This is an optimization exercise on Yosys and OpenROAD, whose aim is small area, not a production implementation.
Where RTL was checked, it was by simulation tests only, not by an equivalence proof against the original.
Power is estimated from default activity; no workload was simulated.

## tag_mem_arb
module tag_mem_arb
#(
    parameter int DATA_W     = 16,
    parameter int ADDR_W     = 6,
    parameter int NUM_CH     = 2,
    parameter int LOCK_DEPTH = tag_mem_pkg::DEF_LOCK_DEPTH,
    parameter logic [DATA_W-1:0] INIT_VAL = DATA_W'(tag_mem_pkg::DEF_INIT_VAL),
    localparam int DEPTH     = 2 ** ADDR_W,
    localparam int IDX_W     = tag_mem_pkg::clog2(NUM_CH)
) (
    input  logic                     clk,
    input  logic                     rst,
    input  logic [NUM_CH-1:0]        req_valid,
    output logic [NUM_CH-1:0]        req_ready,
    input  logic [NUM_CH-1:0]        req_we,
    input  logic [NUM_CH*ADDR_W-1:0] req_addr,
    input  logic [NUM_CH*DATA_W-1:0] req_wdata,
    output logic                     rsp_valid,
    output logic [IDX_W-1:0]         rsp_ch,
    output logic [DATA_W-1:0]        rsp_data,
    output logic                     rsp_err,
    input  logic                     i_lock,
    output logic                     o_locked
);
    logic [NUM_CH-1:0] w_grant;
    logic [IDX_W-1:0]  w_idx;
    logic [IDX_W-1:0]  w_ptr;
    logic              w_xfer;
    logic              w_we;
    logic [ADDR_W-1:0] w_addr;
    logic [DATA_W-1:0] w_wdata;
    logic              w_prot;
    logic              w_wr;
    logic              w_init;
    logic [DATA_W-1:0] r_mem [DEPTH];
    logic              r_written;
    logic [ADDR_W-1:0] r_addr;
    logic              r_locked;
  ...
Size in the first run: about 4000 cells after synthesis, about 1000 flip-flops, ~73 I/O pins, roughly 37000 um2 of cells after synthesis.
Settings: LEC_CHECK=0, CAP_MARGIN=10, CORE_MARGIN=2, CORE_UTILIZATION=40, CTS_BUF_LIST=sky130_fd_sc_hd__clkbuf_16, CTS_CLUSTER_DIAMETER=70, CTS_CLUSTER_SIZE=28, SETUP_SLACK_MARGIN=0.1, SLEW_MARGIN=10, SYNTH_HIERARCHICAL=1; clock period 6.0 ns.
standard.sh (not shown) runs the stock make flow with config.mk's settings and CLKGATE_MAP_FILE= SYNTH_SCRIPT=/design/flow/synth_recipe.tcl, a recipe that flattens the netlist after the stock synthesis.
==> flow/flow/run.sh <==
#!/bin/bash
set -euo pipefail
export BUFFER_PORTS_ARGS="-buffer_cell sky130_fd_sc_hd__buf_1"
export CTS_ARGS="-sink_clustering_enable -repair_clock_nets -buf_list sky130_fd_sc_hd__clkbuf_16 -sink_clustering_size 28 -sink_clustering_max_diameter 70 -dont_use_dummy_load"
bash standard.sh finish > flow.log 2>&1
The first run finished clean.
Edit:
==> flow/flow/run.sh (replaced) <==
#!/bin/bash
set -euo pipefail
export BUFFER_PORTS_ARGS="-buffer_cell sky130_fd_sc_hd__buf_1"
export CTS_ARGS="-sink_clustering_enable -repair_clock_nets -buf_list sky130_fd_sc_hd__clkbuf_16 -sink_clustering_size 30 -sink_clustering_max_diameter 76 -dont_use_dummy_load"
bash standard.sh finish > flow.log 2>&1
CTS_CLUSTER_DIAMETER = 76   (was 70)
CTS_CLUSTER_SIZE = 30   (was 28)
After rerunning: Routed wire length is unchanged; non-clock buffer count is unchanged; clock power went down by about 3%; total power went down by 0.79%; setup slack gains 33 ps.
Function was not checked in any run of this note: the RTL went through the layout flow alone.

* * *

Another version of the RTL of tag_mem_arb (not shown whole).
For scale: ~4000 cells after synthesis, roughly 1100 flip-flops, about 73 I/O pins, roughly 38000 sq um of cells after synthesis.
Design tag_mem_arb, start of the top module:
module tag_mem_arb
#(
    parameter int DATA_W     = 16,
    parameter int ADDR_W     = 6,
    parameter int NUM_CH     = 2,
    parameter int LOCK_DEPTH = tag_mem_pkg::DEF_LOCK_DEPTH,
    parameter logic [DATA_W-1:0] INIT_VAL = DATA_W'(tag_mem_pkg::DEF_INIT_VAL),
    localparam int DEPTH     = 2 ** ADDR_W,
    localparam int IDX_W     = tag_mem_pkg::clog2(NUM_CH)
) (
    input  logic                     clk,
    input  logic                     rst,
    input  logic [NUM_CH-1:0]        req_valid,
    output logic [NUM_CH-1:0]        req_ready,
    input  logic [NUM_CH-1:0]        req_we,
    input  logic [NUM_CH*ADDR_W-1:0] req_addr,
    input  logic [NUM_CH*DATA_W-1:0] req_wdata,
    output logic                     rsp_valid,
    output logic [IDX_W-1:0]         rsp_ch,
    output logic [DATA_W-1:0]        rsp_data,
    output logic                     rsp_err,
    input  logic                     i_lock,
    output logic                     o_locked
);
clock: 6.0 ns
lec_check: 0
cap_margin: 20
core_margin: 2
core_utilization: 40
cts_buf_list: sky130_fd_sc_hd__clkbuf_16
cts_cluster_diameter: 70
cts_cluster_size: 28
setup_slack_margin: 0.2
slew_margin: 20
synth_hierarchical: 1
==> flow/flow/run.sh <==
#!/bin/bash
set -euo pipefail
export BUFFER_PORTS_ARGS="-buffer_cell sky130_fd_sc_hd__buf_1"
export CTS_ARGS="-sink_clustering_enable -repair_clock_nets -buf_list sky130_fd_sc_hd__clkbuf_16 -sink_clustering_size 28 -sink_clustering_max_diameter 70 -dont_use_dummy_load"
bash standard.sh finish > flow.log 2>&1
Rerun with:
==> flow/flow/run.sh (replaced) <==
#!/bin/bash
set -euo pipefail
export BUFFER_PORTS_ARGS="-buffer_cell sky130_fd_sc_hd__buf_2"
export CTS_ARGS="-sink_clustering_enable -repair_clock_nets -buf_list sky130_fd_sc_hd__clkbuf_8 -sink_clustering_size 16 -sink_clustering_max_diameter 50 -dont_use_dummy_load"
bash standard.sh finish > flow.log 2>&1
Settings changed: CTS_BUF_LIST sky130_fd_sc_hd__clkbuf_16 to sky130_fd_sc_hd__clkbuf_8, CTS_CLUSTER_DIAMETER 70 to 50, CTS_CLUSTER_SIZE 28 to 16.
After rerunning: Die area does not change; setup slack degrades by 130 ps; power came out higher by 0.57%; routed wire length fell by about 1.9%; design area went up by 0.55%; core utilization grows by 0.24 points.
Rerun with:
--- a/flow/flow/run.sh
+++ b/flow/flow/run.sh
@@ -4,0 +5 @@
+export RECOVER_POWER=100
Outcome: With this change the flow finished but fails on capacitance limit, slew limit. Maximum frequency drops by 4.4%. Core utilization drops by 0.10 points. Via count climbs by 0.30%. Total power hardly moves. Routed wire length hardly moves. Clock-buffer cell count is unchanged.
Rerun with:
==> flow/flow/run.sh (replaced) <==
#!/bin/bash
set -euo pipefail
export BUFFER_PORTS_ARGS="-buffer_cell sky130_fd_sc_hd__buf_2"
export CTS_ARGS="-sink_clustering_enable -repair_clock_nets -buf_list sky130_fd_sc_hd__clkbuf_16 -sink_clustering_size 28 -sink_clustering_max_diameter 70 -dont_use_dummy_load"
bash standard.sh finish > flow.log 2>&1
Settings changed: CTS_BUF_LIST sky130_fd_sc_hd__clkbuf_8 to sky130_fd_sc_hd__clkbuf_16, CTS_CLUSTER_DIAMETER 50 to 70, CTS_CLUSTER_SIZE 16 to 28.
- The new run went through all stages and came out clean
- via count shrinks by about 1.2%
- synthesized area stays the same
- register-to-register slack gains 1500 ps
- total power falls by 0.98%
- non-clock buffer count is unchanged
- clock-buffer cell count went down by 55
Rerun with:
==> flow/flow/run.sh (replaced) <==
#!/bin/bash
set -euo pipefail
export BUFFER_PORTS_ARGS="-buffer_cell sky130_fd_sc_hd__buf_2"
export CTS_ARGS="-sink_clustering_enable -repair_clock_nets -buf_list sky130_fd_sc_hd__clkbuf_8 -sink_clustering_size 18 -sink_clustering_max_diameter 60 -dont_use_dummy_load"
bash standard.sh finish > flow.log 2>&1
Settings changed: CTS_BUF_LIST sky130_fd_sc_hd__clkbuf_16 to sky130_fd_sc_hd__clkbuf_8, CTS_CLUSTER_DIAMETER 70 to 60, CTS_CLUSTER_SIZE 28 to 18.
=>
- setup slack improves by 100 ps
- fmax increases by 1.7%
- synthesized cell count does not change
- routed wire length rises by 0.56%
- total power decreases by 2.0%
- hold slack gets worse by 120 ps
- combinational power barely changes
- via count increases by 0.65%
- final cell count grows by 0.59%
- synthesized area is unchanged
- first-iteration DRC count falls by 0.81%
Rerun with:
==> flow/run.sh (new file) <==
#!/bin/bash
# synth_recipe.tcl (not shown) runs the flow's synth.tcl, then flattens the netlist and writes it again
# the make line also repeats each setting of config.mk as NAME=value (left out here)
make -C /OpenROAD-flow-scripts/flow DESIGN_CONFIG=/design/flow/config.mk WORK_HOME=/design/flow/orfs CLKGATE_MAP_FILE= SYNTH_SCRIPT=/design/flow/synth_recipe.tcl finish
Settings changed: CTS_BUF_LIST sky130_fd_sc_hd__clkbuf_8 to sky130_fd_sc_hd__clkbuf_4, CTS_CLUSTER_DIAMETER 60 to 45, CTS_CLUSTER_SIZE 18 to 9.
removed: flow/flow/run.sh
removed: flow/standard.sh
What happened: The new run finished clean; count of clock-buffer cells in the layout rose by 90; total power rose by a few percent; wire length rose by a few percent; sequential power hardly moves; cell count rose by a few percent; maximum frequency is about the same; utilization rose by 1.1 points; via count rose by a few percent; die area is unchanged.

-- afterwards: timing with drivers on the ports --
The results above use ideal ports. As a check the final layouts listed here were re-extracted and re-timed, cells and wires unchanged. Step 1 sets driving cells, clkbuf_16 on the clock port and buf_2 on the other inputs (assumed; they add their load-dependent delay and slew). Step 2, shift: input delay + t, output delay - t, t = (earliest + latest rising clock arrival at the registers) / 2. This alone moves slack from input paths to output paths. Slacks: no drivers / after step 1 / after step 2; pairs: no drivers / after step 1.
run | t, ns | setup slack, ns | pins driven straight from the clock port
the first run of note 1 | 0.692 | 0.355 / 0.286 / 0.912 | 1
the second run of note 1 | 0.692 | 0.388 / 0.319 / 0.981 | 1
the first run of note 2 | 0.690 | 0.436 / 0.369 / 1.059 | 1
the second run of note 2 | 0.795 | 0.301 / 0.240 / 1.035 | 1
the third run of note 2 | 0.804 | 0.039 / -0.026 / -0.178 | 1
the fourth run of note 2 | 0.693 | 0.136 / 0.074 / 0.767 | 1
the fifth run of note 2 | 0.770 | 0.237 / 0.175 / 0.945 | 1
the sixth run of note 2 | 1.130 | 0.233 / 0.170 / 0.965 | 1
The setup slack of the third run of note 2, which loses most, moves by -0.065 ns with the drivers and by -0.217 ns with both steps.
